This is an optimization exercise on Yosys and OpenROAD, whose aim is small area, a short achievable clock period and few clock cycles per item, not a production implementation.
No functional check of the RTL was part of any run shown here.
Power figures rest on the tool's default switching activity, not on a simulated workload.

==> flow/design.v <==
package alu_pkg;
  localparam int OP_BITS = 12;
  localparam int OP_ADD = 0;
  localparam int OP_SUB = 1;
  localparam int OP_MUL = 2;
  localparam int OP_DIV = 3;
  localparam int OP_SHR = 4;
  localparam int OP_SHL = 5;
  localparam int OP_ROR = 6;
  localparam int OP_ROL = 7;
  localparam int OP_AND = 8;
  localparam int OP_OR  = 9;
  localparam int OP_NEG = 10;
  localparam int OP_NOT = 11;
  function automatic logic onehot_ok(input logic [OP_BITS-1:0] c);
    onehot_ok = (c != '0) && ((c & (c - 12'd1)) == '0);
  endfunction
endpackage
module bit_len31 (
  input  logic [30:0] y,
  output logic [5:0]  len
);
  always_comb begin
    len = 6'd0;
    for (int i = 0; i < 31; i++)
      if (y[i]) len = 6'(i + 1);
  end
endmodule
module multicycle_alu #(
  parameter int WIDTH         = 32,
  parameter bit SIGNED_MULDIV = 1'b1
) (
  input  logic               clk,
  input  logic               clr,
  input  logic               start,
  input  logic [alu_pkg::OP_BITS-1:0] CONTROL,
  input  logic [WIDTH-1:0]   A,
  input  logic [WIDTH-1:0]   B,
  output logic [WIDTH-1:0]   ZLO,
  output logic [WIDTH-1:0]   ZHI,
  output logic               busy,
  output logic               done,
  output logic               div_by_zero,
  output logic               illegal_op
);
  localparam logic [2:0] S_IDLE  = 3'd0;
  localparam logic [2:0] S_MUL   = 3'd1;
  localparam logic [2:0] S_MFF   = 3'd2;
  localparam logic [2:0] S_DABS  = 3'd3;
  localparam logic [2:0] S_DNORM = 3'd4;
  localparam logic [2:0] S_DIV   = 3'd5;
  localparam logic [2:0] S_FIXQ  = 3'd6;
  localparam logic [2:0] S_FIXR  = 3'd7;
  logic [2:0]  state;
  logic [31:0] a_q, b_q;
  logic [11:0] op_q;
  logic        legal_q;
  logic        pend;
  logic [5:0]  cnt;
  logic [1:0]  mlen_q;
  logic        nq, nr;
  logic [5:0]  la_q, lb_q;
  logic        xs_a, xs_na, xs_hi, xs_sh, xs_nhi, xs_nlo;
  logic        c_one, c_two, c_neg, c_cin;
  logic        acc;
  logic        legal_in, mul_in, div_in, neg_amt;
  logic [5:0]  lena, lenb;
  assign acc = start && !busy;
  always_comb begin
    legal_in = alu_pkg::onehot_ok(CONTROL);
    mul_in   = legal_in && CONTROL[alu_pkg::OP_MUL];
    div_in   = legal_in && CONTROL[alu_pkg::OP_DIV] && (B != '0);
    neg_amt  = CONTROL[alu_pkg::OP_ROL] || CONTROL[alu_pkg::OP_SHL];
  end
  bit_len31 u_lena (.y(A[30:0] ^ {31{A[31]}}), .len(lena));
  bit_len31 u_lenb (.y(B[30:0] ^ {31{B[31]}}), .len(lenb));
  logic [6:0] k_raw;
  logic [5:0] k;
  always_comb begin
    k_raw = {1'b0, la_q} + 7'd1 - {1'b0, lb_q};
    if (k_raw[6])             k = 6'd0;
    else if (k_raw[5:0] > 32) k = 6'd32;
    else                      k = k_raw[5:0];
  end
  logic [4:0]  rot_amt;
  logic [5:0]  thr;
  logic [31:0] rot, tmask, rlo, rhi;
  always_comb begin
    if (state == S_DNORM) begin
      rot_amt = k[4:0];
      thr     = k;
    end else begin
      rot_amt = b_q[4:0];
      thr     = (op_q[alu_pkg::OP_SHL] && b_q[4:0] == 5'd0) ? 6'd32 : {1'b0, b_q[4:0]};
    end
    rot = a_q;
    if (rot_amt[0]) rot = {rot[0],    rot[31:1]};
    if (rot_amt[1]) rot = {rot[1:0],  rot[31:2]};
    if (rot_amt[2]) rot = {rot[3:0],  rot[31:4]};
    if (rot_amt[3]) rot = {rot[7:0],  rot[31:8]};
    if (rot_amt[4]) rot = {rot[15:0], rot[31:16]};
    for (int j = 0; j < 32; j++) tmask[j] = (thr <= 6'(31 - j));
    rlo = rot & tmask;
    rhi = rot & ~tmask;
  end
  logic [33:0] e_x, e_y, sum, bext;
  logic [31:0] hi_sh;
  logic        ok;
  always_comb begin
    bext  = {{2{b_q[31]}}, b_q};
    hi_sh = {ZHI[30:0], ZLO[31]};
    e_x   = ({34{xs_a}}   & {2'b00, a_q})
          | ({34{xs_na}}  & ~{2'b00, a_q})
          | ({34{xs_hi}}  & {{2{ZHI[31]}}, ZHI})
          | ({34{xs_sh}}  & {2'b00, hi_sh})
          | ({34{xs_nhi}} & ~{2'b00, ZHI})
          | ({34{xs_nlo}} & ~{2'b00, ZLO});
    e_y   = (({34{c_one}} & bext) | ({34{c_two}} & {bext[32:0], 1'b0})) ^ {34{c_neg}};
    sum   = e_x + e_y + {33'd0, c_cin};
    ok    = !sum[33];
  end
  logic        big;
  logic [31:0] one_res;
  always_comb begin
    big = |b_q[31:5];
    one_res = sum[31:0];
    if (op_q[alu_pkg::OP_NOT])      one_res = ~a_q;
    else if (op_q[alu_pkg::OP_AND]) one_res = a_q & b_q;
    else if (op_q[alu_pkg::OP_OR])  one_res = a_q | b_q;
    else if (op_q[alu_pkg::OP_SHR]) one_res = big ? '0 : rlo;
    else if (op_q[alu_pkg::OP_SHL]) one_res = big ? '0 : rhi;
    else if (op_q[alu_pkg::OP_ROR] || op_q[alu_pkg::OP_ROL]) one_res = rot;
  end
  logic [2:0] nstate;
  logic       fin;        
  logic       pre_fin;    
  logic       mul_last;   
  always_comb begin
    nstate   = state;
    fin      = 1'b0;
    pre_fin  = 1'b0;
    mul_last = (cnt[1:0] == 2'd3) && (cnt[3:2] == mlen_q);
    case (state)
      S_MUL: begin
        if (mul_last) begin
          if (mlen_q == 2'd3) begin nstate = S_IDLE; fin = 1'b1; end
          else nstate = S_MFF;
        end
        pre_fin = (mlen_q == 2'd3 && cnt[3:0] == 4'd14) ||
                  (mlen_q == 2'd2 && cnt[3:0] == 4'd11);
      end
      S_MFF: begin
        if (cnt[3:2] == 2'd3) begin nstate = S_IDLE; fin = 1'b1; end
        pre_fin = (cnt[3:2] == 2'd2);
      end
      S_DABS: nstate = S_DNORM;
      S_DNORM: begin
        if (k == 6'd0) begin
          if (nq)      nstate = S_FIXQ;
          else if (nr) nstate = S_FIXR;
          else begin nstate = S_IDLE; fin = 1'b1; end
          pre_fin = nq ^ nr;
        end else begin
          nstate  = S_DIV;
          pre_fin = (k == 6'd1) && !nq && !nr;
        end
      end
      S_DIV: begin
        if (cnt == 6'd1) begin
          if (nq)      nstate = S_FIXQ;
          else if (nr) nstate = S_FIXR;
          else begin nstate = S_IDLE; fin = 1'b1; end
          pre_fin = nq ^ nr;
        end else begin
          pre_fin = (cnt == 6'd2) && !nq && !nr;
        end
      end
      S_FIXQ: begin
        if (nr) nstate = S_FIXR;
        else begin nstate = S_IDLE; fin = 1'b1; end
        pre_fin = nr;
      end
      S_FIXR: begin nstate = S_IDLE; fin = 1'b1; end
      default: ;
    endcase
  end
  always_ff @(posedge clk) begin
    if (clr) begin
      state       <= S_IDLE;
      pend        <= 1'b0;
      busy        <= 1'b0;
      done        <= 1'b0;
      ZLO         <= '0;
      ZHI         <= '0;
      div_by_zero <= 1'b0;
      illegal_op  <= 1'b0;
    end else begin
      state <= nstate;
      done  <= fin;
      if (pre_fin || fin) busy <= 1'b0;
      if (fin) begin
        div_by_zero <= 1'b0;
        illegal_op  <= 1'b0;
      end
      if (pend) begin
        done <= 1'b1;
        if (!legal_q) begin
          illegal_op  <= 1'b1;
          div_by_zero <= 1'b0;
        end else if (op_q[alu_pkg::OP_DIV]) begin
          ZLO         <= '1;
          ZHI         <= a_q;
          div_by_zero <= 1'b1;
          illegal_op  <= 1'b0;
        end else begin
          ZLO         <= one_res;
          ZHI         <= '0;
          div_by_zero <= 1'b0;
          illegal_op  <= 1'b0;
        end
      end
      case (state)
        S_MUL: begin
          ZHI <= sum[33:2];
          ZLO <= {sum[1:0], ZLO[31:2]};
        end
        S_MFF: begin
          ZHI <= {{8{ZHI[31]}}, ZHI[31:8]};
          ZLO <= {ZHI[7:0], ZLO[31:8]};
        end
        S_DNORM: begin
          ZHI <= rlo;
          ZLO <= rhi;
        end
        S_DIV: begin
          ZHI <= ok ? sum[31:0] : hi_sh;
          ZLO <= {ZLO[30:0], ok};
        end
        S_FIXQ: ZLO <= sum[31:0];
        S_FIXR: ZHI <= sum[31:0];
        default: ;
      endcase
      pend <= acc && !mul_in && !div_in;
      if (acc) begin
        state <= mul_in ? S_MUL : (div_in ? (A[31] ? S_DABS : S_DNORM) : S_IDLE);
        busy  <= mul_in || div_in;
      end
    end
  end
  always_ff @(posedge clk) begin
    op_q    <= CONTROL;
    legal_q <= legal_in;
    if (!busy) begin
      a_q    <= A;
      b_q    <= {B[31:5], neg_amt ? 5'd0 - B[4:0] : B[4:0]};
      la_q   <= lena + {5'd0, A[31]};
      lb_q   <= lenb;
      mlen_q <= lena[4:3];
      nq     <= A[31] ^ B[31];
      nr     <= A[31];
    end else if (state == S_DABS) begin
      a_q <= sum[31:0];
    end else begin
      a_q <= {2'b00, a_q[31:2]};
    end
    if (!busy) cnt <= '0;
    else case (state)
      S_MUL:   cnt <= cnt + 6'd1;
      S_MFF:   cnt <= cnt + 6'd4;
      S_DNORM: cnt <= k;
      S_DIV:   cnt <= cnt - 6'd1;
      default: cnt <= '0;
    endcase
    xs_a <= 1'b0; xs_na <= 1'b0; xs_hi <= 1'b0; xs_sh <= 1'b0;
    xs_nhi <= 1'b0; xs_nlo <= 1'b0;
    c_one <= 1'b0; c_two <= 1'b0; c_neg <= 1'b0; c_cin <= 1'b0;
    if (!busy) begin
      if (CONTROL[alu_pkg::OP_MUL]) begin
        c_one <= A[0];
        c_two <= A[1] & !A[0];
        c_neg <= A[1];
        c_cin <= A[1];
      end else if (CONTROL[alu_pkg::OP_NEG] || CONTROL[alu_pkg::OP_DIV]) begin
        xs_na <= 1'b1;
        c_cin <= 1'b1;
      end else begin
        xs_a  <= 1'b1;
        c_one <= 1'b1;
        c_neg <= CONTROL[alu_pkg::OP_SUB];
        c_cin <= CONTROL[alu_pkg::OP_SUB];
      end
    end else begin
      case (nstate)
        S_MUL: begin
          xs_hi <= 1'b1;
          c_one <= a_q[2] ^ a_q[1];
          c_two <= (a_q[3] & !a_q[2] & !a_q[1]) | (!a_q[3] & a_q[2] & a_q[1]);
          c_neg <= a_q[3];
          c_cin <= a_q[3];
        end
        S_DIV: begin
          xs_sh <= 1'b1;
          c_one <= 1'b1;
          c_neg <= !b_q[31];
          c_cin <= !b_q[31];
        end
        S_FIXQ: begin
          xs_nlo <= 1'b1;
          c_cin  <= 1'b1;
        end
        S_FIXR: begin
          xs_nhi <= 1'b1;
          c_cin  <= 1'b1;
        end
        default: ;
      endcase
    end
  end
endmodule
==> flow/run.sh <==
#!/bin/bash
# synth_recipe.tcl (not shown) runs the flow's synth.tcl, then flattens the netlist and writes it again
# the make line also repeats each setting of config.mk as NAME=value (left out here)
make -C /OpenROAD-flow-scripts/flow DESIGN_CONFIG=/design/flow/config.mk WORK_HOME=/design/flow/orfs CLKGATE_MAP_FILE= SYNTH_SCRIPT=/design/flow/synth_recipe.tcl finish
==> flow/config.mk <==
export PLATFORM = sky130hd
export DESIGN_NAME = multicycle_alu
export DESIGN_NICKNAME = multicycle_alu
export VERILOG_FILES = /design/flow/design.v
export SDC_FILE = /design/flow/constraint.sdc
export NUM_CORES = 4
export LEC_CHECK = 0
export CAP_MARGIN = 20
export CORE_MARGIN = 2
export CORE_UTILIZATION = 40
export SETUP_SLACK_MARGIN = 1.5
export SLEW_MARGIN = 20
==> flow/constraint.sdc <==
create_clock -name core_clock -period 5.5 [get_ports {clk}]
set_input_delay 1.1000 -clock core_clock [delete_from_list [all_inputs] [get_ports {clk}]]
set_output_delay 1.1000 -clock core_clock [all_outputs]
set_load 0.01 [all_outputs]
==> results of run 1 <==
registers in the layout, summed over array words and instances, names as in the netlist, 2 cells and up:
| name | count |
|---|---|
| ZHI | 32 |
| ZLO | 32 |
| a_q | 32 |
| b_q | 32 |
| op_q | 8 |
| cnt | 6 |
| la_q | 6 |
| lb_q | 5 |
| state | 3 |
| mlen_q | 2 |
what timing repair did:
item / in CTS / in global routing
setup buffers: 75 / 39
hold buffers: 0 / 0
endpoints found under the hold margin: 0 / 0
resized for setup: 314 / 197
pin swaps: 81 / 83
cloned: 10 / 1
endpoints found under the setup margin: 94 / 93
area by class of cell:
class,count,area (um^2),area share [%]
flip-flops and latches,176,4020,14.8
well taps,672,841,3.10
inverters,85,319,1.18
multi-input cells,2287,16900,62.2
clock inverters,14,148,0.544
diodes,15,37.5,0.138
repair buffers,463,4450,16.4
clock buffers,18,429,1.58
placed cells by master, fill, tap and decap left out, types with 52 or more instances in the layout:
cell type and count:
a21oi_1 190, a31oi_1 52, buf_4 254, clkdlybuf4s50_1 137, dfxtp_1 109, inv_1 80, mux2i_1 98, mux2i_4 56
nand2_1 328, nand3_1 83, nor2_1 236, nor3_1 59, o21ai_0 128, xnor2_1 52
power groups by stage:
stage | Sequential (mW) | Clock, mW | Combinational (mW)
5_1_grt | 1.56 | 1.37 | 3.67
3_3_place_gp | 1.57 | 0 | 2.56
2_1_floorplan | 1.50 | 0 | 1.44
3_5_place_dp | 1.57 | 0 | 2.57
6_report | 1.57 | 1.33 | 3.62
4_1_cts | 1.55 | 1.32 | 3.12
worst paths after layout:
check          start     end  slack (ns)
max          la_q[2]  ZHI[8]        0.89
min           ZLO[0]  ZLO[0]        0.52
max reg2reg  la_q[2]  ZHI[8]        0.89
min reg2reg   ZLO[0]  ZLO[0]        0.52
metrics by stage:
| stage | power [mW] | area [um^2] | instances |
|---|---|---|---|
| after floorplan | 2.94 | 20100 | 2797 |
| after global placement | 4.13 | 23000 | 3558 |
| after detailed placement | 4.15 | 23000 | 3558 |
| after CTS | 5.99 | 25900 | 3675 |
| after global routing | 6.60 | 27100 | 3716 |
| final | 6.51 | 27100 | 3730 |
cells by family after synthesis:
logic type	after synthesis	share of synthesized area, %
buffers and inverters	334	6.71
flip-flops	176	19.9
AND/OR/NAND/NOR	980	22.4
multiplexers	213	10.8
AO/OA/AOI/OAI	958	32.9
adder cells (fa/ha/maj)	61	3.90
XOR/XNOR	75	3.31
per-layer routing:
metal	GRT usage, %	vias to the layer above	part of all wire (%)	routed length (um)
met4	41.5	6	11	14900
met5	0.0919	-	0.029	38
li1	-	11100	-	-
met1	56.9	12800	35	46400
met3	19.8	790	14	18200
met2	69.1	2437	40	52800
worst reg2reg max path, cell delays in order (launching register included):
cell	delay (ns)
edfxtp_1	0.42
ha_4	0.30
ha_4	0.19
a21o_1	0.20
and4_4	0.18
or3_4	0.39
buf_12	0.13
and4b_2	0.25
buf_6	0.13
buf_12	0.13
buf_16	0.14
o211ai_1	0.30
mux2i_2	0.16
mux2i_1	0.26
mux2_4	0.24
mux2i_2	0.09
buf_4	0.18
nor4_4	0.55
o221a_2	0.30
==> results.txt, run 1 <==
CP Depth 18; core footprint 49900 um^2; Starting Density 40.3%; Syn Std Cell Area 20100 um^2; global-route wire length before repair 183000 um; Initial DRC Count 4539; leakage power 10.2 nW; detailed placement HPWL 93700 um; final WL 132000 um; slowest stage delay, CP 0.55 ns; CP Capture Type register; Worst Setup Path Type reg -> reg; fmax 217 MHz; Post-synth ARST share 0%; DRT antenna net count 0; drt drc 0; EDFF count, synth 47; Clk pwr share 20.4%; fin. max-slew vios 0; fraction of layout cells with a size suffix above 1 23.2%; GPL Wtd Cong 1.11; Required @ worst endpoint 5.97 ns; NetSw 3.05 mW; clk_skew 0.0271 ns; top_reg_cell synth dfxtp_1; largest net degree at the start of global routing 72; delay-heaviest family, CP simple AND/OR/NAND/NOR gates; post-route worst setup slack 0.885 ns; top post-synthesis cells by count 338 x nand2_1, 253 x nor2_1, 202 x a21oi_1; TritonCTS clock tree built; Final period util 83.9%; post-synthesis instance total 2797; CTS buffer count 17; cells on worst reg2reg path 18; Worst-Skew Late Latency 0.55 ns; worst hold margin 0.520 ns; register area share after synthesis 19.9%; most common cell in the synthesized netlist nand2_1; Clk pin slew, worst setup/hold paths 0.10 ns; Mapped Nets 2936; Synth Warn # 2; leading cell types by total area after synthesis dfxtp_1 13%, mux2i_1 8.9%, edfxtp_1 7.0%; # port buffers 146; library cells used by synthesis 95; number of synthesized register bits 176; fin crit period 4.61 ns; Slew @ Worst Pin 1.21 ns; cells along the critical path ha_4 > ha_4 > a21o_1 > and4_4 > or3_4 > buf_12 > and4b_2 > buf_6 > buf_12 > buf_16 > o211ai_1 > mux2i_2 > mux2i_1 > mux2_4 > mux2i_2 > buf_4 > nor4_4 > o221a_2; cell-internal power 3.47 mW; syn_area_per_cell 7.18 um^2; setup violators final 0; Yosys top cell by area dfxtp_1; switching portion of total power 46.8%; GR Util All Layers 48.7%; Final Hold Viols 0; Critical Path Start Type register; total gr overflow 0; Nets 3169; maximum vdd drop 221 uV; io pins 147; crit path DAT 5.09 ns; fillers 4752; CTS H-tree lvls 4; hold path cells 1; via count 27100; root buf cell clkbuf_16; Clock Tree Buf Depth 2; Hold Path Class reg -> reg; vias per cell 7.28; WP buf/inv 5; Routed WL per cell 35.5 um; Slew headroom 19.3%; top-area cell type share of the netlist area 12.9%; outcome no timing/DRC/antenna violations; drt pass-1 iters 9; DIE AREA 52000 um^2; cell area power density 240 nW/um^2; RSZ-0062 raised after global routing true; setup TNS 0 ns; slowest stage cell on the critical path nor4_4; Die X 228 um; Core Util, Final 54.4%; sequential share of power 24.1%; max cap viols 0; antenna violations before repair 14; Crit Path Max Fanout 7; Sink Count 176; Die Ht 228 um; row count 82; worst slack, placed 0.577 ns; Gate power share 55.5%; synth-to-layout area growth 35.1%; vias in the first global route 24500
==> run 2, diff against run 1 <==
--- a/flow/design.v
+++ b/flow/design.v
@@ -60,9 +60,12 @@
   logic [1:0]  mlen_q;
   logic        nq, nr;
-  logic [5:0]  la_q, lb_q;
+  logic [5:0]  k_q;
+  logic        seen;
   logic        xs_a, xs_na, xs_hi, xs_sh, xs_nhi, xs_nlo;
   logic        c_one, c_two, c_neg, c_cin;
   logic        acc;
-  logic        legal_in, mul_in, div_in, neg_amt;
+  logic        legal_in, mul_in, div_in, neg_amt, b_zero;
+  logic        dz_q;
+  logic [5:0]  k_in;
   logic [5:0]  lena, lenb;
   assign acc = start && !busy;
@@ -70,5 +73,6 @@
     legal_in = alu_pkg::onehot_ok(CONTROL);
     mul_in   = legal_in && CONTROL[alu_pkg::OP_MUL];
-    div_in   = legal_in && CONTROL[alu_pkg::OP_DIV] && (B != '0);
+    b_zero   = (B == '0);
+    div_in   = legal_in && CONTROL[alu_pkg::OP_DIV] && !b_zero && (k_in != 6'd0);
     neg_amt  = CONTROL[alu_pkg::OP_ROL] || CONTROL[alu_pkg::OP_SHL];
   end
@@ -78,8 +82,9 @@
   logic [5:0] k;
   always_comb begin
-    k_raw = {1'b0, la_q} + 7'd1 - {1'b0, lb_q};
-    if (k_raw[6])             k = 6'd0;
-    else if (k_raw[5:0] > 32) k = 6'd32;
-    else                      k = k_raw[5:0];
+    k_raw = {1'b0, lena} + {6'd0, A[31]} + 7'd1 - {1'b0, lenb};
+    if (k_raw[6])             k_in = 6'd0;
+    else if (k_raw[5:0] > 32) k_in = 6'd32;
+    else                      k_in = k_raw[5:0];
+    k = k_q;
   end
   logic [4:0]  rot_amt;
@@ -125,6 +130,5 @@
     big = |b_q[31:5];
     one_res = sum[31:0];
-    if (op_q[alu_pkg::OP_NOT])      one_res = ~a_q;
-    else if (op_q[alu_pkg::OP_AND]) one_res = a_q & b_q;
+    if (op_q[alu_pkg::OP_AND])      one_res = a_q & b_q;
     else if (op_q[alu_pkg::OP_OR])  one_res = a_q | b_q;
     else if (op_q[alu_pkg::OP_SHR]) one_res = big ? '0 : rlo;
@@ -191,6 +195,5 @@
       busy        <= 1'b0;
       done        <= 1'b0;
-      ZLO         <= '0;
-      ZHI         <= '0;
+      seen        <= 1'b0;
       div_by_zero <= 1'b0;
       illegal_op  <= 1'b0;
@@ -198,4 +201,5 @@
       state <= nstate;
       done  <= fin;
+      if (fin || pend) seen <= 1'b1;
       if (pre_fin || fin) busy <= 1'b0;
       if (fin) begin
@@ -208,8 +212,12 @@
           illegal_op  <= 1'b1;
           div_by_zero <= 1'b0;
+          if (!seen) begin
+            ZLO <= sum[31:0];
+            ZHI <= '0;
+          end
         end else if (op_q[alu_pkg::OP_DIV]) begin
-          ZLO         <= '1;
+          ZLO         <= {32{dz_q}};
           ZHI         <= a_q;
-          div_by_zero <= 1'b1;
+          div_by_zero <= dz_q;
           illegal_op  <= 1'b0;
         end else begin
@@ -254,6 +262,6 @@
       a_q    <= A;
       b_q    <= {B[31:5], neg_amt ? 5'd0 - B[4:0] : B[4:0]};
-      la_q   <= lena + {5'd0, A[31]};
-      lb_q   <= lenb;
+      k_q    <= k_in;
+      dz_q   <= b_zero;
       mlen_q <= lena[4:3];
       nq     <= A[31] ^ B[31];
@@ -276,5 +284,6 @@
     c_one <= 1'b0; c_two <= 1'b0; c_neg <= 1'b0; c_cin <= 1'b0;
     if (!busy) begin
-      if (CONTROL[alu_pkg::OP_MUL]) begin
+      if (!legal_in) begin
+      end else if (CONTROL[alu_pkg::OP_MUL]) begin
         c_one <= A[0];
         c_two <= A[1] & !A[0];
@@ -284,4 +293,6 @@
         xs_na <= 1'b1;
         c_cin <= 1'b1;
+      end else if (CONTROL[alu_pkg::OP_NOT]) begin
+        xs_na <= 1'b1;
       end else begin
         xs_a  <= 1'b1;
--- a/flow/config.mk
+++ b/flow/config.mk
@@ -8,5 +8,5 @@
 export CAP_MARGIN = 20
 export CORE_MARGIN = 2
-export CORE_UTILIZATION = 40
-export SETUP_SLACK_MARGIN = 1.5
+export CORE_UTILIZATION = 60
+export SETUP_SLACK_MARGIN = 1.8
 export SLEW_MARGIN = 20
==> results.txt, run 2 <==
Synth Warn # 2 (unchanged); Worst EP kind sequential cell input; top_reg_cell synth edfxtp_1; CTS buffer count 17 (unchanged); io pins 147 (unchanged); Sink Count 172 (-2.3%); CTS Hold Bufs 0 (unchanged); Die X 193 um (-15%); register area share after synthesis 21.0% (+1.1 points); outcome did not finish; Starting Density 60.7% (+20 points); GR Util All Layers 85.0%; library cells used by synthesis 95 (unchanged); Yosys top cell by area edfxtp_1; detailed placement HPWL 91900 um (-2.0%); syn_area_per_cell 7.45 um^2 (+3.8%); worst slack, placed -0.213 ns (-0.790 ns); # port buffers 146 (unchanged); post-synthesis instance total 2891 (+3.4%); Post-synth ARST share 0% (unchanged); CTS H-tree lvls 4 (unchanged); top post-synthesis cells by count 286 x nor2_1, 270 x a21oi_1, 265 x nand2_1; Syn Std Cell Area 21500 um^2 (+7.3%); EDFF count, synth 107 (+130%); Run Error [ERROR GRT-0232] Routing congestion too high. Check the congestion heatmap in the GUI.; row count 69 (-16%); GPL Wtd Cong 1.31 (+18%); total gr overflow 291; leading cell types by total area after synthesis edfxtp_1 15%, mux2i_1 11%, a21oi_1 6.3%; placed instance area 23800 um^2 (+3.5%); most common cell in the synthesized netlist nor2_1; Mapped Nets 3027 (+3.1%); post-GRT worst EP state[1]$_SDFF_PP0_/D; top-area cell type share of the netlist area 14.9% (+2.1 points); Clock Tree Buf Depth 2 (unchanged); root buf cell clkbuf_16; largest net degree at the start of global routing 64; failing step 5_1_grt; Die Ht 193 um (-15%); number of synthesized register bits 172 (-2.3%)
-- run 2: through the flow --
step	util (%)	cells
2_1_floorplan	-	2891
3_3_place_gp	66.9	3385
3_5_place_dp	67.0	3386
4_1_cts	73.3	3502
-- run 2: timing repair --
| item | in CTS |
|---|---|
| endpoints found under the hold margin | 0 |
| pin swaps | 91 |
| buffers inserted | 80 |
| endpoints found under the setup margin | 102 |
| resized for setup | 280 |
| cloned | 4 |
-- run 2: worst max path at each step --
| stage | endpoint |
|---|---|
| 4_1_cts | state[1] |
| 3_5_place_dp | state[2] |
| 3_3_place_gp | state[2] |
| 2_1_floorplan | state[0] |
-- run 2: layer usage --
metal | GRT usage [%] | GRT overflow
met1 | 86.2 | 15
met2 | 96.4 | 148
met5 | 59.5 | 8
met3 | 75.6 | 23
met4 | 78.4 | 97
-- run 2: power groups by stage --
stage | Clock [mW] | Combinational [mW] | Sequential (mW)
CTS | 1.27 | 1.63 | 1.53
detailed placement | 0 | 1.51 | 1.59
global placement | 0 | 1.49 | 1.59
floorplan | 0 | 0.968 | 1.49
-- run 2: cell families after synthesis --
logic type,Yosys count,share of synthesized area [%]
muxes,281,14.0
DFF,172,21.0
xor gates and xnor gates,79,3.21
buffers and inverters,390,7.39
AOI/OAI and AO/OA,1021,31.8
adders and majority gates,58,3.53
and+or+nand+nor,890,19.0
==> run 3, diff against run 2 <==
--- a/flow/design.v
+++ b/flow/design.v
@@ -77,4 +77,12 @@
     neg_amt  = CONTROL[alu_pkg::OP_ROL] || CONTROL[alu_pkg::OP_SHL];
   end
+  logic        swap;
+  logic [31:0] mplier;
+  logic [5:0]  mlen_in;
+  always_comb begin
+    swap    = CONTROL[alu_pkg::OP_MUL] && (lenb < lena);
+    mplier  = swap ? B : A;
+    mlen_in = swap ? lenb : lena;
+  end
   bit_len31 u_lena (.y(A[30:0] ^ {31{A[31]}}), .len(lena));
   bit_len31 u_lenb (.y(B[30:0] ^ {31{B[31]}}), .len(lenb));
@@ -260,9 +268,9 @@
     legal_q <= legal_in;
     if (!busy) begin
-      a_q    <= A;
-      b_q    <= {B[31:5], neg_amt ? 5'd0 - B[4:0] : B[4:0]};
+      a_q    <= mplier;
+      b_q    <= swap ? A : {B[31:5], neg_amt ? 5'd0 - B[4:0] : B[4:0]};
       k_q    <= k_in;
       dz_q   <= b_zero;
-      mlen_q <= lena[4:3];
+      mlen_q <= mlen_in[4:3];
       nq     <= A[31] ^ B[31];
       nr     <= A[31];
@@ -286,8 +294,8 @@
       if (!legal_in) begin
       end else if (CONTROL[alu_pkg::OP_MUL]) begin
-        c_one <= A[0];
-        c_two <= A[1] & !A[0];
-        c_neg <= A[1];
-        c_cin <= A[1];
+        c_one <= mplier[0];
+        c_two <= mplier[1] & !mplier[0];
+        c_neg <= mplier[1];
+        c_cin <= mplier[1];
       end else if (CONTROL[alu_pkg::OP_NEG] || CONTROL[alu_pkg::OP_DIV]) begin
         xs_na <= 1'b1;
--- a/flow/config.mk
+++ b/flow/config.mk
@@ -9,4 +9,4 @@
 export CORE_MARGIN = 2
 export CORE_UTILIZATION = 60
-export SETUP_SLACK_MARGIN = 1.8
+export SETUP_SLACK_MARGIN = 0.5
 export SLEW_MARGIN = 20
==> results.txt, run 3 <==
Slew headroom 20.5%; CTS buffer count 17 (unchanged); TritonCTS clock tree built; Starting Density 61.1% (+0.40 points); top_reg_cell synth edfxtp_1; fin. max-slew vios 0; leading cell type in the layout, fill and taps excluded a21oi_1; worst slack, placed -0.676 ns (-0.463 ns); Setup crit start B[3]; most common cell in the synthesized netlist a21oi_1; Die Ht 186 um (-3.6%); global-route wire length before repair 152000 um; cell area power density 229 nW/um^2; Design Area, Final 23900 um^2; Final Hold Viols 0; Routed WL per cell 33.7 um; via count 25400; CTS H-tree lvls 4 (unchanged); Yosys top cell by area edfxtp_1; post-synthesis instance total 2533 (-12%); core footprint 32700 um^2; Nets 2834; Worst Setup Path Type in -> reg; library cells used by synthesis 85 (-11%); Final period util 95.8%; # port buffers 146 (unchanged); largest net degree at the start of global routing 65; total gr overflow 0; post-route worst setup slack 0.231 ns; antenna violations before repair 5; Sink Count 172 (unchanged); outcome no timing/DRC/antenna violations; Post-synth ARST share 0% (unchanged); number of synthesized register bits 172 (unchanged); delay-heaviest family, CP compound AO/OA/AOI/OAI gates; detailed placement HPWL 75800 um (-17%); Core Util, Final 73.1%; cells along the critical path clkdlybuf4s15_2 > a31o_4 > a32oi_2 > o221ai_2 > a221oi_2 > o221ai_2 > a221oi_2 > nor2_1 > o21ai_1 > nand2b_1 > ha_4 > inv_4 > ha_4 > fa_2 > a21oi_4 > o21bai_4 > xnor2_2 > nor3_2 > nor2_2 > nor4bb_2 > buf_4 > a21o_1 > nand2_1 > a21oi_2; slowest stage delay, CP 0.37 ns; fin crit period 5.27 ns; Clock Tree Buf Depth 2 (unchanged); commonest non-fill, non-tap cells in the layout 237 x a21oi_1, 225 x mux2i_1, 211 x nand2_1; cells on worst reg2reg path 15; io pins 147 (unchanged); top post-synthesis cells by count 244 x a21oi_1, 229 x mux2i_1, 214 x nand2_1; Pwr Total 5.48 mW; vias per cell 8.05; syn_area_per_cell 7.89 um^2 (+5.9%); RSZ-0062 raised after global routing true; Crit Path Max Fanout 3; drt pass-1 iters 17; DIE AREA 34800 um^2; Slew @ Worst Pin 1.19 ns; clk_skew 0.0175 ns; Worst-Skew Late Latency 0.48 ns; R2R Path End ZHI[2]; Mapped Nets 2673 (-12%); maximum vdd drop 242 uV; GR Util All Layers 58.7%; setup violators final 0; CTS Hold Bufs 0 (unchanged); reg-to-reg startpoint ZHI[0]; fmax 190 MHz; fraction of layout cells with a size suffix above 1 16.0%; CP Depth 24; Worst setup endpoint busy; final WL 106000 um; CP Capture Type register; row count 66 (-4.3%); worst hold margin 0.488 ns; WP buf/inv 3; leakage power 9.46 nW; Hold Path Class reg -> reg; crit path DAT 5.67 ns; Die X 186 um (-3.6%); synth-to-layout area growth 19.6%; leading cell types by total area after synthesis edfxtp_1 16%, mux2i_1 11%, dfxtp_1 6.5%; Clk pin slew, worst setup/hold paths 0.07 ns; fillers 2458; EDFF count, synth 107 (unchanged); slowest stage cell on the critical path fa_2; reg2reg setup slack 0.43 ns; GPL Wtd Cong 1.17 (-11%); vias in the first global route 23200; Initial DRC Count 6040; Critical Path Start Type input port; Synth Warn # 2 (unchanged); max cap viols 0; drt drc 0; root buf cell clkbuf_16; register area share after synthesis 22.6% (+1.6 points); DRT antenna net count 0; Required @ worst endpoint 5.90 ns; placed instance area 23000 um^2 (-3.4%); Syn Std Cell Area 20000 um^2 (-7.2%); top-area cell type share of the netlist area 16.1% (+1.2 points)
## run 3: power by group
group | switching (mW) | internal, mW | total (mW) | leakage (nW)
clock | 0.631 | 0.625 | 1.26 | 0.287
combinational | 1.54 | 0.905 | 2.44 | 7.56
sequential | 0.271 | 1.51 | 1.78 | 1.61
## run 3: through the flow
stage               TNS, ns  std cells
finish                    0       3153
global route        -0.0128       3149
CTS                       0       3143
detailed placement    -3.41       3108
global placement      -2.12       3108
floorplan                 0       2533
## run 3: worst min-delay path by stage
stage / endpoint / cells past startpoint / start / slack (ns)
2_1_floorplan: seen / 2 / seen / 0.45
3_5_place_dp: div_by_zero / 2 / div_by_zero / 0.48
6_report: div_by_zero / 2 / div_by_zero / 0.49
5_1_grt: seen / 2 / seen / 0.54
4_1_cts: seen / 2 / seen / 0.49
3_3_place_gp: seen / 2 / seen / 0.46
## run 3: routing by layer
metal  vias to the layer above  routed length (um)  track usage (%)
li1                       9972                   -                -
met1                     11500               34400             68.8
met2                      2932               39600             79.4
met3                       922               21000             34.5
met4                        22               10700             39.9
met5                         -                 501             4.95
## run 3: logic make-up (layout without fill, tap and decap cells)
| group | after synthesis | after routing | synth area share (%) |
|---|---|---|---|
| compound gates | 897 | 897 | 29.4 |
| simple gates | 665 | 665 | 15.4 |
| buf+inv | 355 | 529 | 6.88 |
| mux | 307 | 307 | 18.4 |
| flops | 172 | 172 | 22.6 |
| xor+xnor | 74 | 74 | 3.24 |
| fa+ha+maj | 63 | 63 | 4.11 |
| other cells | 0 | 4 | 0 |
## run 3: what timing repair did
item / CTS / global route
setup buffers: 3 / 6
pin swaps: 28 / 19
setup endpoints to repair: 8 / 38
resized for setup: 73 / 42
## run 3: worst register-to-register path: stages, from the launching register on
cell	delay [ns]
edfxtp_1	0.51
buf_4	0.20
a22oi_1	0.20
nand3_1	0.34
ha_1	0.41
nor2b_1	0.16
o31ai_2	0.32
a21oi_1	0.21
a21o_1	0.38
a311oi_2	0.37
o211a_1	0.32
nor3_1	0.10
o32a_2	0.46
buf_4	0.26
mux2i_1	0.18
o221ai_1	0.40
## run 3: final cells by class
type                            count  area (um^2)  share of cell area (%)
Multi-Input combinational cell   2006        14500                    60.7
Sequential cell                   172         4520                    18.9
Timing Repair Buffer              369         3250                    13.6
Tap cell                          442          553                    2.31
Inverter                          128          483                    2.02
Clock buffer                       19          454                    1.90
Clock inverter                     13          120                   0.503
Antenna cell                        4         10.0                  0.0419
==> run 4, diff against run 3 <==
--- a/flow/config.mk
+++ b/flow/config.mk
@@ -8,5 +8,4 @@
 export CAP_MARGIN = 20
 export CORE_MARGIN = 2
-export CORE_UTILIZATION = 60
-export SETUP_SLACK_MARGIN = 0.5
+export CORE_UTILIZATION = 50
 export SLEW_MARGIN = 20
==> results.txt, run 4 <==
leading cell types by total area after synthesis edfxtp_1 16%, mux2i_1 11%, dfxtp_1 6.5%; largest net degree at the start of global routing 65 (unchanged); CTS H-tree lvls 4 (unchanged); cells along the critical path clkdlybuf4s50_1 > buf_4 > nor2_1 > a221oi_1 > buf_4 > nor2_1 > o311a_1 > o32ai_1 > nand3_1 > fa_1 > ha_4 > fa_2 > a21oi_4 > o21bai_4 > xor2_2 > a31oi_1 > nor2_2 > nor4bb_1 > buf_4 > nand2_2 > a311oi_2; Hold Path Class reg -> reg; final WL 115000 um (+8.7%); detailed placement HPWL 85400 um (+13%); Starting Density 50.5% (-11 points); synth-to-layout area growth 19.8%; most common cell in the synthesized netlist a21oi_1; drt drc 0 (unchanged); slowest stage cell on the critical path clkdlybuf4s50_1; antenna violations before repair 9 (+4); via count 24900 (-1.9%); Mapped Nets 2673 (unchanged); Clk pin slew, worst setup/hold paths 0.09 ns (+0.02 ns); DIE AREA 41600 um^2 (+20%); Post-synth ARST share 0% (unchanged); leakage power 9.58 nW (+1.3%); setup violators final 0 (unchanged); outcome no timing/DRC/antenna violations; Slew headroom 16.1% (-4.4 points); top post-synthesis cells by count 244 x a21oi_1, 229 x mux2i_1, 214 x nand2_1; Critical Path Start Type input port; syn_area_per_cell 7.89 um^2 (unchanged); Synth Warn # 2 (unchanged); GR Util All Layers 54.3% (-4.4 points); Nets 2851 (+0.60%); fin. max-slew vios 0 (unchanged); DRT antenna net count 0 (unchanged); fillers 3417 (+39%); maximum vdd drop 277 uV (+14%); Worst-Skew Late Latency 0.51 ns (+0.03 ns); TritonCTS clock tree built; # port buffers 146 (unchanged); fin crit period 5.38 ns (+0.106 ns); global-route wire length before repair 162000 um (+6.6%); placed cells 3215 (+3.4%); core footprint 39500 um^2 (+21%); row count 73 (+11%); Final Hold Viols 0 (unchanged); commonest non-fill, non-tap cells in the layout 239 x a21oi_1, 236 x buf_4, 225 x mux2i_1; RSZ-0062 raised after global routing true; EDFF count, synth 107 (unchanged); Die X 204 um (+9.3%); top_reg_cell synth edfxtp_1; Slew @ Worst Pin 1.26 ns (+0.0685 ns); slowest stage delay, CP 0.56 ns (+0.19 ns); CTS Hold Bufs 0 (unchanged); Yosys top cell by area edfxtp_1; top-area cell type share of the netlist area 16.1% (unchanged); Required @ worst endpoint 5.91 ns (about the same); vias in the first global route 22800 (-1.7%); Die Ht 204 um (+9.3%); most frequent CP cell buf_4; Sink Count 172 (unchanged); vias per cell 7.64 (-5.0%); delay-heaviest family, CP compound AO/OA/AOI/OAI gates; fraction of layout cells with a size suffix above 1 15.3% (-0.69 points); max cap viols 0 (unchanged); library cells used by synthesis 85 (unchanged); root buf cell clkbuf_16; drt pass-1 iters 10 (-7); final non-filler cell total 3258 (+3.3%); fmax 186 MHz (-2.0%); clk_skew 0.0186 ns (+0.00111 ns); worst hold margin 0.494 ns (+0.00618 ns); CP Capture Type register; Worst Setup Path Type in -> reg; leading cell type in the layout, fill and taps excluded a21oi_1; io pins 147 (unchanged); crit path DAT 5.78 ns (+0.11 ns); Routed WL per cell 35.4 um (+5.2%); total gr overflow 0 (unchanged); Syn Std Cell Area 20000 um^2 (unchanged); post-synthesis instance total 2533 (unchanged); Crit Path Max Fanout 3 (unchanged); register area share after synthesis 22.6% (unchanged); cell area power density 237 nW/um^2 (+3.5%); Pwr Total 5.68 mW (+3.7%); number of synthesized register bits 172 (unchanged); CTS buffer count 17 (unchanged); GPL Wtd Cong 1.15 (-1.7%); Clock Tree Buf Depth 2 (unchanged); WP buf/inv 4 (+1); Final period util 97.7% (+1.9 points); Initial DRC Count 5144 (-15%)
==> run 4: path summary, 6_finish.rpt <==
| path | end | slack [ns] | startpoint | cells past startpoint |
|---|---|---|---|---|
| max | state[0] | 0.12 | A[1] | 21 |
| min | seen | 0.49 | seen | 2 |
| max reg2reg | ZLO[30] | 0.25 | xs_sh | 13 |
| min reg2reg | seen | 0.49 | seen | 2 |
==> run 4: layer usage <==
metal | GRT usage, % | vias to the layer above | routed length (um)
met5 | 0.595 | - | 67
met4 | 36.8 | 8 | 10500
met3 | 23.3 | 674 | 18800
met2 | 76.8 | 2530 | 45600
met1 | 66.4 | 11700 | 40400
li1 | - | 10000 | -
==> run 4: area by class of cell <==
cell class	instances	area, um^2	share of cell area (%)
Multi-Input combinational cell	2006	14300	59.8
Tap cell	525	657	2.74
Inverter	128	480	2.01
Sequential cell	172	4520	18.9
Clock inverter	11	114	0.476
Antenna cell	9	22.5	0.0941
Timing Repair Buffer	386	3330	13.9
Clock buffer	21	493	2.06
==> run 4: worst register-to-register path: cells and delay by family (launching register included) <==
family | cells | cell delay (ns)
adders and majority gates | 2 | 0.95
DFF | 1 | 0.70
AOI/OAI and AO/OA | 9 | 2.92
buffers and inverters | 1 | 0.23
and+or+nand+nor | 1 | 0.21
==> run 4: cell families after synthesis <==
logic type / synth area share (%)
compound gates: 29.4
xor+xnor: 3.24
fa+ha+maj: 4.11
buf+inv: 6.88
flops: 22.6
mux: 18.4
simple gates: 15.4
==> run 4: report_power, final <==
group	leakage (nW)	total [mW]	internal, mW	switching, mW
Clock	0.302	1.35	0.702	0.648
Sequential	1.62	1.79	1.51	0.281
Combinational	7.66	2.54	0.910	1.63
==> run 4: per-stage QoR <==
step / worst slack (ns) / TNS, ns / cell area, um^2 / utilization (%)
final: 0.125 / 0 / 23900 / 60.5
after CTS: 0.0585 / 0 / 23800 / 60.2
after detailed placement: -0.784 / -4.07 / 23200 / 58.6
after global placement: -0.618 / -2.81 / 23200 / 58.6
after global routing: -0.0792 / -0.155 / 23900 / 60.5
after floorplan: 0.0259 / 0 / 20000 / -
==> run 4: repair_timing <==
item | 4_1_cts | 5_1_grt
gates resized for setup | 11 | 31
pin swaps | 5 | 18
setup endpoints to repair | 5 | 9
buffers inserted | 0 | 2
gates cloned | 0 | 0
==> run 5, diff against run 4 <==
--- a/flow/config.mk
+++ b/flow/config.mk
@@ -6,6 +6,7 @@
 export NUM_CORES = 4
 export LEC_CHECK = 0
+export ABC_AREA = 1
 export CAP_MARGIN = 20
 export CORE_MARGIN = 2
-export CORE_UTILIZATION = 50
+export CORE_UTILIZATION = 45
 export SLEW_MARGIN = 20
==> results.txt, run 5 <==
outcome no timing/DRC/antenna violations; GR Util All Layers 50.4% (-3.9 points); most common cell in the synthesized netlist nand2_1; leading cell types by total area after synthesis edfxtp_1 17%, nand2_1 12%, dfxtp_1 6.7%; Yosys top cell by area edfxtp_1; CP Capture Type register; Pwr Total 5.82 mW (+2.5%); DIE AREA 44600 um^2 (+7.3%); Nets 3260 (+14%); global-route wire length before repair 161000 um (-0.90%); Syn Std Cell Area 19300 um^2 (-3.3%); library cells used by synthesis 69 (-19%); slowest stage cell on the critical path edfxtp_1; clk_skew 0.0298 ns (+0.0112 ns); CTS buffer count 17 (unchanged); leading cell type in the layout, fill and taps excluded nand2_1; Post-synth ARST share 0% (unchanged); vias per cell 6.76 (-12%); GPL Wtd Cong 1.16 (+1.4%); Slew @ Worst Pin 1.16 ns (-0.0920 ns); EDFF count, synth 107 (unchanged); via count 24800 (-0.29%); worst hold margin 0.472 ns (-0.0225 ns); final WL 112000 um (-2.6%); final non-filler cell total 3674 (+13%); vias in the first global route 22900 (+0.13%); max cap viols 0 (unchanged); fraction of layout cells with a size suffix above 1 9.99% (-5.3 points); Worst Setup Path Type reg -> reg; DRT antenna net count 0 (unchanged); Setup Fix Bufs, Post-CTS 0 (unchanged); detailed placement HPWL 84600 um (-0.92%); crit path DAT 5.72 ns (-0.06 ns); io pins 147 (unchanged); Hold Path Class reg -> reg; Final Hold Viols 0 (unchanged); # port buffers 146 (unchanged); Final period util 96.9% (-0.80 points); root buf cell clkbuf_16; cell area power density 256 nW/um^2 (+7.7%); synth-to-layout area growth 17.8%; Initial DRC Count 4512 (-12%); Clock Tree Buf Depth 2 (unchanged); syn_area_per_cell 6.54 um^2 (-17%); drt drc 0 (unchanged); top_reg_cell synth edfxtp_1; setup TNS 0 ns (unchanged); Synth Warn # 2 (unchanged); post-synthesis instance total 2955 (+17%); Starting Density 45.9% (-4.7 points); register area share after synthesis 23.4% (+0.77 points); Crit Path Max Fanout 5 (+2); number of synthesized register bits 172 (unchanged); Design Area, Final 22800 um^2 (-4.8%); Die Ht 211 um (+3.6%); antenna violations before repair 10 (+1); Routed WL per cell 30.6 um (-14%); maximum vdd drop 271 uV (-2.1%); top post-synthesis cells by count 642 x nand2_1, 333 x inv_1, 224 x o21ai_0; CTS H-tree lvls 4 (unchanged); fin. max-slew vios 0 (unchanged); worst slack, placed -0.537 ns (+0.247 ns); CTS Hold Bufs 0 (unchanged); Worst-Skew Late Latency 0.53 ns (+0.02 ns); reg2reg setup slack 0.17 ns (-0.08 ns); commonest non-fill, non-tap cells in the layout 637 x nand2_1, 330 x inv_1, 223 x o21ai_0; TritonCTS clock tree built; top-area cell type share of the netlist area 16.6% (+0.55 points); largest net degree at the start of global routing 73 (+12%); Mapped Nets 3095 (+16%); fmax 188 MHz (+0.83%); total gr overflow 0 (unchanged); fin crit period 5.33 ns (-0.0441 ns); core footprint 42100 um^2 (+6.5%); Sink Count 172 (unchanged); placed cells 3638 (+13%); Slew headroom 21.6% (+5.5 points); placed instance area 22000 um^2 (-4.9%); Die X 211 um (+3.6%); Critical Path Start Type register; drt pass-1 iters 10 (unchanged); row count 75 (+2.7%); post-route worst setup slack 0.169 ns (+0.0441 ns); Clk pin slew, worst setup/hold paths 0.08 ns (about the same); setup violators final 0 (unchanged); slowest stage delay, CP 0.53 ns (-0.03 ns); most frequent CP cell nand2_1; Core Util, Final 54.0% (-6.5 points); Required @ worst endpoint 5.89 ns (-0.02 ns); leakage power 9.80 nW (+2.3%)
run 5: what timing repair did:
action,CTS,global route
pin swaps,0,4
setup endpoints to repair,1,21
hold endpoints to repair,0,0
gates resized for setup,2,29
run 5: path summary, 6_finish.rpt:
| kind | start | to | depth (start not counted) |
|---|---|---|---|
| max | ZHI[0] | ZLO[24] | 28 |
| min | seen | seen | 2 |
| max reg2reg | ZHI[0] | ZLO[24] | 28 |
| min reg2reg | seen | seen | 2 |
run 5: worst max-delay path, delay by kind of cell (launching register included):
family                   cells  cell delay [ns]
adder cells (fa/ha/maj)      2             0.89
AO/OA/AOI/OAI               12             2.09
buffers and inverters        1             0.07
AND/OR/NAND/NOR             12             1.32
flip-flops                   1             0.53
XOR/XNOR                     1             0.27
run 5: cell families (layout without fill, tap and decap cells):
kind of cell | Yosys count | in the layout | share of synthesized area, %
compound gates | 1004 | 1004 | 32.3
xor+xnor | 119 | 119 | 5.43
fa+ha+maj | 61 | 61 | 4.14
buf+inv | 533 | 711 | 11.4
flops | 172 | 172 | 23.4
mux | 21 | 21 | 1.09
other cells | 0 | 2 | 0
simple gates | 1045 | 1045 | 22.3
run 5: per-layer routing:
metal | vias up | global-route usage [%] | part of all wire, % | wire [um]
met3 | 687 | 23.0 | 15 | 16900
met1 | 11300 | 57.0 | 33 | 37600
met5 | - | 0.111 | 0.067 | 75
met4 | 12 | 46.2 | 12 | 13400
li1 | 10700 | - | - | -
met2 | 2145 | 70.5 | 40 | 44500
run 5: final cells by class:
| cell class | instances | area, um^2 |
|---|---|---|
| inverter | 354 | 1340 |
| timing repair buffer | 325 | 2870 |
| clock inverter | 14 | 144 |
| antenna | 2 | 5.00 |
| fill | 4270 | 19400 |
| tap | 539 | 674 |
| multi-input combinational | 2250 | 12800 |
| sequential | 172 | 4520 |
| clock buffer | 18 | 439 |
run 5: power breakdown:
group,internal (mW),switching (mW)
Clock,0.614,0.651
Combinational,0.815,1.96
Sequential,1.52,0.261
Total,2.95,2.88
==> run 6, diff against run 5 <==
==> flow/flow/run.sh (new file) <==
#!/bin/bash
# The standard ORFS layout (the standard.sh, standard synthesis included),
# with one change: the port buffers are buf_1 cells instead of the larger
# delay buffers buffer_ports picks by default. Every port still gets its own
# buffer. make's full output goes to run_standard.log in this folder.
set -euo pipefail
bash standard.sh finish \
  "BUFFER_PORTS_ARGS=-buffer_cell sky130_fd_sc_hd__buf_1" \
  > run_standard.log 2>&1
==> flow/standard.sh (new file) <==
#!/bin/bash
# synth_recipe.tcl (not shown) runs the flow's synth.tcl, then flattens the netlist and writes it again
# the make line also repeats each setting of config.mk as NAME=value (left out here)
make -C /OpenROAD-flow-scripts/flow DESIGN_CONFIG=/design/flow/config.mk WORK_HOME=/design/flow/orfs CLKGATE_MAP_FILE= SYNTH_SCRIPT=/design/flow/synth_recipe.tcl "${@:-finish}"
removed: flow/run.sh
==> results.txt, run 6 <==
outcome no timing/DRC/antenna violations; slowest stage cell on the critical path o21ai_1; Post-synth ARST share 0% (unchanged); GPL Wtd Cong 1.12 (-3.6%); Worst Setup Path Type reg -> reg; CP Capture Type register; io pins 147 (unchanged); Slew headroom 30.6% (+9.0 points); # port buffers 146 (unchanged); CTS Hold Bufs 0 (unchanged); post-route worst setup slack 0.365 ns (+0.196 ns); Crit Path Max Fanout 32 (+27); Final Hold Viols 0 (unchanged); CTS buffer count 17 (unchanged); fillers 4341 (+1.7%); GR Util All Layers 50.7% (+0.30 points); Routed WL per cell 30.7 um (+0.36%); total gr overflow 0 (unchanged); Yosys top cell by area edfxtp_1; fin crit period 5.13 ns (-0.196 ns); Required @ worst endpoint 5.90 ns (about the same); Setup crit start xs_nhi; Die X 211 um (unchanged); vias in the first global route 22700 (-0.61%); reg-to-reg startpoint xs_nhi; Hold Path Class reg -> reg; top-area cell type share of the netlist area 16.6% (unchanged); number of synthesized register bits 172 (unchanged); fmax 195 MHz (+3.8%); maximum vdd drop 337 uV (+24%); area of the multi-input gates 12700 um^2 (-0.49%); root buf cell clkbuf_16; DIE AREA 44600 um^2 (unchanged); commonest non-fill, non-tap cells in the layout 641 x nand2_1, 330 x inv_1, 224 x o21ai_0; leading cell types by total area after synthesis edfxtp_1 17%, nand2_1 12%, dfxtp_1 6.7%; Worst setup endpoint ZLO[25]; post-synthesis instance total 2955 (unchanged); register area share after synthesis 23.4% (unchanged); R2R Path End ZLO[25]; via count 24900 (+0.26%); reg2reg setup slack 0.37 ns (+0.20 ns); clk_skew 0.0350 ns (+0.00521 ns); most frequent CP cell nand2_1; slowest stage delay, CP 0.51 ns (-0.02 ns); TritonCTS clock tree built; global-route wire length before repair 161000 um (+0.60%); delay-heaviest family, CP simple AND/OR/NAND/NOR gates; Slew @ Worst Pin 1.03 ns (-0.135 ns); Initial DRC Count 4420 (-2.0%); leading cell type in the layout, fill and taps excluded nand2_1; DRT antenna net count 0 (unchanged); drt drc 0 (unchanged); fin. max-slew vios 0 (unchanged); drt pass-1 iters 10 (unchanged); Worst-Skew Late Latency 0.55 ns (+0.02 ns); top_reg_cell synth edfxtp_1; Clk pin slew, worst setup/hold paths 0.08 ns (about the same); met2 Use GR 72.0% (+1.5 points); CP Depth 32 (+14%); Design Area, Final 21700 um^2 (-4.9%); setup violators final 0 (unchanged); EDFF count, synth 107 (unchanged); cell area power density 269 nW/um^2 (+5.3%); placed instance area 21000 um^2 (-4.4%); crit path DAT 5.53 ns (-0.19 ns); syn_area_per_cell 6.54 um^2 (unchanged); met3 GRT Util 21.3% (-1.7 points); Sink Count 172 (unchanged); Mapped Nets 3095 (unchanged); Clock Tree Buf Depth 2 (unchanged); library cells used by synthesis 69 (unchanged); antenna violations before repair 7 (-3); Die Ht 211 um (unchanged); max cap viols 0 (unchanged); cells on worst reg2reg path 32 (+14%); Starting Density 45.9% (unchanged); core footprint 42100 um^2 (unchanged); top post-synthesis cells by count 642 x nand2_1, 333 x inv_1, 224 x o21ai_0; Final period util 93.4% (-3.6 points); largest net degree at the start of global routing 81 (+11%); Pwr Total 5.83 mW (+0.21%); leakage power 9.28 nW (-5.3%); final WL 113000 um (+0.11%); row count 75 (unchanged); WP buf/inv 6 (+5); GRT busiest layer met2; Synth Warn # 2 (unchanged); Register Area 4520 um^2 (unchanged); detailed placement HPWL 85900 um (+1.5%); vias per cell 6.79 (+0.51%); Setup Fix Bufs, Post-CTS 0 (unchanged); most common cell in the synthesized netlist nand2_1; Syn Std Cell Area 19300 um^2 (unchanged); synth-to-layout area growth 12.1%; GR Layer Usage met1 58.5% (+1.5 points); worst slack, placed -0.168 ns (+0.369 ns); Nets 3249 (-0.34%); fraction of layout cells with a size suffix above 1 9.13% (-0.86 points); CTS H-tree lvls 4 (unchanged); Critical Path Start Type register
[run 6: how the worst min path moves through the flow]
stage / slack, ns / depth (start not counted) / to / from
2_1_floorplan: 0.44 / 2 / seen / seen
3_3_place_gp: 0.45 / 2 / seen / seen
3_5_place_dp: 0.45 / 2 / illegal_op / illegal_op
4_1_cts: 0.47 / 2 / illegal_op / illegal_op
5_1_grt: 0.49 / 2 / illegal_op / illegal_op
6_report: 0.46 / 2 / illegal_op / illegal_op
[run 6: cell families after synthesis]
| family | synth area share (%) |
|---|---|
| AOI/OAI and AO/OA | 32.3 |
| buffers and inverters | 11.4 |
| and+or+nand+nor | 22.3 |
| DFF | 23.4 |
| muxes | 1.09 |
| adders and majority gates | 4.14 |
| xor gates and xnor gates | 5.43 |
[run 6: per-layer routing]
| metal | part of all wire, % | vias to the layer above | routed length, um |
|---|---|---|---|
| met4 | 11 | 8 | 12500 |
| met2 | 40 | 2089 | 45300 |
| met3 | 14 | 682 | 15700 |
| met5 | 0.044 | - | 49 |
| met1 | 35 | 11400 | 39100 |
| li1 | - | 10700 | - |
[run 6: worst register-to-register path: cells and delay by family (launching register included)]
| family | cells | cell delay (ns) |
|---|---|---|
| buf+inv | 6 | 0.87 |
| compound gates | 8 | 1.64 |
| fa+ha+maj | 1 | 0.27 |
| simple gates | 17 | 1.90 |
| flops | 1 | 0.30 |
[run 6: power by group]
group / internal, mW / leakage (nW) / switching, mW
clock network: 0.595 / 0.280 / 0.654
logic: 0.779 / 7.39 / 2.00
registers: 1.52 / 1.61 / 0.289
[run 6: cell type report]
type / instances / area share, %
Multi-Input combinational cell: 2250 / 58.7
Antenna cell: 4 / 0.0462
Inverter: 354 / 6.17
Sequential cell: 172 / 20.8
Clock inverter: 14 / 0.572
Tap cell: 539 / 3.11
Timing Repair Buffer: 314 / 8.55
Clock buffer: 18 / 1.98
[run 6: repair_timing]
| item | 4_1_cts | 5_1_grt |
|---|---|---|
| resized for setup | 0 | 12 |
| endpoints found under the hold margin | 0 | 0 |
| endpoints found under the setup margin | 0 | 7 |
[run 6: metrics by stage]
step                std cells  util (%)  setup TNS (ns)  hold slack [ns]
global route             3662      51.4        -0.00668            0.494
floorplan                2955         -               0            0.437
finish                   3665      51.4               0            0.462
CTS                      3661      51.3               0            0.466
global placement         3629      50.0          -0.509            0.454
detailed placement       3629      50.0          -0.535            0.454
==> run 7, diff against run 6 <==
--- a/flow/design.v
+++ b/flow/design.v
@@ -58,7 +58,5 @@
   logic        pend;
   logic [5:0]  cnt;
-  logic [1:0]  mlen_q;
   logic        nq, nr;
-  logic [5:0]  k_q;
   logic        seen;
   logic        xs_a, xs_na, xs_hi, xs_sh, xs_nhi, xs_nlo;
@@ -94,5 +92,5 @@
     else if (k_raw[5:0] > 32) k_in = 6'd32;
     else                      k_in = k_raw[5:0];
-    k = k_q;
+    k = cnt;
   end
   logic [4:0]  rot_amt;
@@ -152,17 +150,16 @@
     fin      = 1'b0;
     pre_fin  = 1'b0;
-    mul_last = (cnt[1:0] == 2'd3) && (cnt[3:2] == mlen_q);
+    mul_last = (cnt[3:0] == 4'd0);
     case (state)
       S_MUL: begin
         if (mul_last) begin
-          if (mlen_q == 2'd3) begin nstate = S_IDLE; fin = 1'b1; end
+          if (cnt[5:4] == 2'd0) begin nstate = S_IDLE; fin = 1'b1; end
           else nstate = S_MFF;
         end
-        pre_fin = (mlen_q == 2'd3 && cnt[3:0] == 4'd14) ||
-                  (mlen_q == 2'd2 && cnt[3:0] == 4'd11);
+        pre_fin = (cnt == 6'd1) || (cnt == 6'd16);
       end
       S_MFF: begin
-        if (cnt[3:2] == 2'd3) begin nstate = S_IDLE; fin = 1'b1; end
-        pre_fin = (cnt[3:2] == 2'd2);
+        if (cnt[5:4] == 2'd0) begin nstate = S_IDLE; fin = 1'b1; end
+        pre_fin = (cnt[5:4] == 2'd1);
       end
       S_DABS: nstate = S_DNORM;
@@ -270,7 +267,5 @@
       a_q    <= mplier;
       b_q    <= swap ? A : {B[31:5], neg_amt ? 5'd0 - B[4:0] : B[4:0]};
-      k_q    <= k_in;
       dz_q   <= b_zero;
-      mlen_q <= mlen_in[4:3];
       nq     <= A[31] ^ B[31];
       nr     <= A[31];
@@ -280,11 +275,9 @@
       a_q <= {2'b00, a_q[31:2]};
     end
-    if (!busy) cnt <= '0;
+    if (!busy) cnt <= CONTROL[alu_pkg::OP_MUL] ? {~mlen_in[4:3], mlen_in[4:3], 2'b11} : k_in;
     else case (state)
-      S_MUL:   cnt <= cnt + 6'd1;
-      S_MFF:   cnt <= cnt + 6'd4;
-      S_DNORM: cnt <= k;
-      S_DIV:   cnt <= cnt - 6'd1;
-      default: cnt <= '0;
+      S_MUL, S_DIV: cnt <= cnt - 6'd1;
+      S_MFF:        cnt <= cnt - 6'd16;
+      default: ;
     endcase
     xs_a <= 1'b0; xs_na <= 1'b0; xs_hi <= 1'b0; xs_sh <= 1'b0;
--- a/flow/config.mk
+++ b/flow/config.mk
@@ -10,3 +10,4 @@
 export CORE_MARGIN = 2
 export CORE_UTILIZATION = 45
+export SETUP_SLACK_MARGIN = 0.2
 export SLEW_MARGIN = 20
==> results.txt, run 7 <==
outcome no timing/DRC/antenna violations; max cap viols 0 (unchanged); global-route wire length before repair 154000 um (-4.5%); row count 75 (unchanged); synth-to-layout area growth 15.4%; Sink Count 164 (-4.7%); most common cell in the synthesized netlist nand2_1; top post-synthesis cells by count 679 x nand2_1, 342 x inv_1, 281 x o21ai_0; leading cell types by total area after synthesis edfxtp_1 17%, nand2_1 13%, o21ai_0 7.4%; cells on worst reg2reg path 29 (-9.4%); Final Hold Viols 0 (unchanged); CTS H-tree lvls 4 (unchanged); Final period util 95.6% (+2.3 points); Hold Path Class reg -> reg; slowest stage cell on the critical path fa_2; drt drc 0 (unchanged); Die Ht 209 um (-1.1%); R2R Path End ZLO[28]; CTS buffer count 17 (unchanged); Core Util, Final 52.4% (+0.94 points); GR Util All Layers 48.6% (-2.1 points); commonest non-fill, non-tap cells in the layout 670 x nand2_1, 337 x inv_1, 274 x o21ai_0; Clk pin slew, worst setup/hold paths 0.07 ns (about the same); Nets 3268 (+0.58%); Mapped Nets 3086 (-0.29%); Syn Std Cell Area 18900 um^2 (-2.2%); antenna violations before repair 3 (-4); GPL Wtd Cong 1.13 (+0.62%); Slew @ Worst Pin 1.22 ns (+0.188 ns); Worst-Skew Late Latency 0.49 ns (-0.06 ns); Synth Warn # 2 (unchanged); reg-to-reg startpoint xs_nlo; worst slack, placed -0.204 ns (-0.0358 ns); Setup crit start B[31]; largest net degree at the start of global routing 100 (+23%); root buf cell clkbuf_16; post-synthesis instance total 2947 (-0.27%); DIE AREA 43700 um^2 (-2.2%); crit path DAT 5.63 ns (+0.10 ns); core footprint 41700 um^2 (-1.1%); post-route worst setup slack 0.240 ns (-0.125 ns); Crit Path Max Fanout 11 (-66%); drt pass-1 iters 10 (unchanged); EDFF count, synth 105 (-1.9%); TritonCTS clock tree built; Diodes inserted 0 (-4); total gr overflow 0 (unchanged); Design Area, Final 21800 um^2 (+0.69%); io pins 147 (unchanged); syn_area_per_cell 6.41 um^2 (-1.9%); Routed WL per cell 29.6 um (-3.5%); vias per cell 6.68 (-1.7%); Initial DRC Count 3786 (-14%); Clock Tree Buf Depth 2 (unchanged); # port buffers 146 (unchanged); Worst setup endpoint state[0]; vias in the first global route 22700 (+0.018%); placed instance area 20800 um^2 (-0.97%); fmax 190 MHz (-2.4%); Slew headroom 18.6% (-12 points); Critical Path Start Type input port; reg2reg setup slack 0.31 ns (-0.06 ns); top_reg_cell synth edfxtp_1; Required @ worst endpoint 5.87 ns (-0.03 ns); Worst Setup Path Type in -> reg; Post-synth ARST share 0% (unchanged); most frequent CP cell nand2_1; maximum vdd drop 231 uV (-31%); number of synthesized register bits 164 (-4.7%); fin. max-slew vios 0 (unchanged); top-area cell type share of the netlist area 16.7% (+0.056 points); register area share after synthesis 22.9% (-0.43 points); via count 24600 (-1.3%); fraction of layout cells with a size suffix above 1 11.0% (+1.9 points); leading cell type in the layout, fill and taps excluded nand2_1; fin crit period 5.26 ns (+0.125 ns); Die X 209 um (-1.1%); clk_skew 0.0239 ns (-0.0111 ns); Yosys top cell by area edfxtp_1; leakage power 9.48 nW (+2.2%); setup violators final 0 (unchanged); slowest stage delay, CP 0.45 ns (-0.06 ns); CTS Hold Bufs 0 (unchanged); CP Capture Type register; RSZ-0062 raised after global routing true; DRT antenna net count 0 (unchanged); library cells used by synthesis 60 (-13%); detailed placement HPWL 80800 um (-5.9%); final WL 109000 um (-3.1%); cell area power density 255 nW/um^2 (-5.3%); Starting Density 45.4% (-0.50 points)
## run 7: cell types whose count changed after synthesis, moves of 16 or more
cell      previous run  this run
o21ai_1            179       152
o21ai_0            224       281
o211ai_1            53        36
nand2_1            642       679
xnor2_1             64        42
xor2_1              54        70
## run 7: how the worst min path moves through the flow
stage	from	endpoint	slack (ns)	cells after the start
3_5_place_dp	div_by_zero	div_by_zero	0.46	2
6_report	div_by_zero	div_by_zero	0.47	2
2_1_floorplan	seen	seen	0.45	2
3_3_place_gp	div_by_zero	div_by_zero	0.45	2
4_1_cts	div_by_zero	div_by_zero	0.47	2
5_1_grt	div_by_zero	div_by_zero	0.51	2
## run 7: cell families after synthesis
group / Yosys count / synth area share, %
AND/OR/NAND/NOR: 1062 / 23.1
AO/OA/AOI/OAI: 1001 / 32.3
flip-flops: 164 / 22.9
adder cells (fa/ha/maj): 60 / 4.17
multiplexers: 16 / 0.847
XOR/XNOR: 113 / 5.28
buffers and inverters: 531 / 11.4
## run 7: what timing repair did
item                       in CTS  in global routing
setup buffers                   0                  6
resized for setup               0                 97
setup endpoints to repair       0                 32
## run 7: where the power goes
| group | total, mW | internal, mW | switching (mW) |
|---|---|---|---|
| Combinational | 2.56 | 0.728 | 1.83 |
| Sequential | 1.71 | 1.45 | 0.264 |
| Clock | 1.29 | 0.651 | 0.641 |
| Total | 5.56 | 2.83 | 2.74 |
## run 7: area by class of cell
| type | count | area, um^2 |
|---|---|---|
| Multi-Input combinational cell | 2252 | 12800 |
| Timing Repair Buffer | 336 | 2100 |
| Clock buffer | 18 | 439 |
| Inverter | 358 | 1360 |
| Tap cell | 539 | 674 |
| Sequential cell | 164 | 4340 |
| Fill cell | 4275 | 19900 |
| Clock inverter | 14 | 140 |
## run 7: stage by stage
stage / power (mW) / setup TNS [ns] / hold WS [ns] / instances
final: 5.56 / 0 / 0.471 / 3681
after global routing: 5.75 / -0.542 / 0.508 / 3681
after CTS: 5.33 / 0 / 0.471 / 3675
after detailed placement: 4.07 / -0.877 / 0.461 / 3643
after global placement: 4.06 / -0.438 / 0.451 / 3643
after floorplan: 3.11 / 0 / 0.452 / 2947
## run 7: worst max-delay path: cells and delay by family
kind | cells | cell delay [ns]
compound gates | 3 | 0.53
xor+xnor | 1 | 0.16
fa+ha+maj | 3 | 0.95
buf+inv | 6 | 0.70
simple gates | 29 | 2.19
## run 7: layer usage
layer / global-route usage, % / vias to the layer above / part of all wire (%)
met5: 0 / - / 0.032
li1: - / 10600 / -
met3: 20.6 / 603 / 15
met1: 58.8 / 11200 / 36
met2: 70.3 / 2101 / 40
met4: 32.2 / 6 / 8.5

-- what the ideal ports hide --
The results above use ideal ports. As a check the final layouts listed here were re-extracted and re-timed, cells and wires unchanged.
Step 1, drivers: a clkbuf_16 drives clk and a buf_2 each remaining input, both assumed.
Step 2 also shifts input and output timing later by t, the mid clock arrival at the registers, as if the neighbouring blocks saw the same clock.
Three values: no drivers, after step 1, after step 2; two values: the first two.
run | t, ns | setup WS [ns] | hold WS [ns] | latest minus earliest clock arrival (ns) | slew at the worst register clock pin (ns)
run 1 | 0.595 | 0.885 / 0.885 / 0.885 | 0.520 / 0.520 / 0.520 | 0.027 / 0.027 | 0.10 / 0.10
run 3 | 0.525 | 0.231 / 0.259 / -0.266 | 0.488 / 0.488 / 0.488 | 0.017 / 0.018 | 0.08 / 0.08
run 4 | 0.571 | 0.125 / 0.166 / -0.404 | 0.494 / 0.494 / 0.494 | 0.018 / 0.019 | 0.09 / 0.09
run 5 | 0.573 | 0.169 / 0.169 / -0.202 | 0.472 / 0.472 / 0.472 | 0.029 / 0.030 | 0.09 / 0.09
run 6 | 0.593 | 0.365 / 0.365 / -0.063 | 0.462 / 0.462 / 0.462 | 0.035 / 0.035 | 0.09 / 0.09
run 7 | 0.536 | 0.240 / 0.266 / -0.270 | 0.471 / 0.471 / 0.471 | 0.024 / 0.024 | 0.09 / 0.09
Met with ideal ports but missed after step 2: setup timing in 5 of these runs. The setup slack of run 4, which loses most, moves by +0.041 ns with the drivers and by -0.529 ns with both steps.
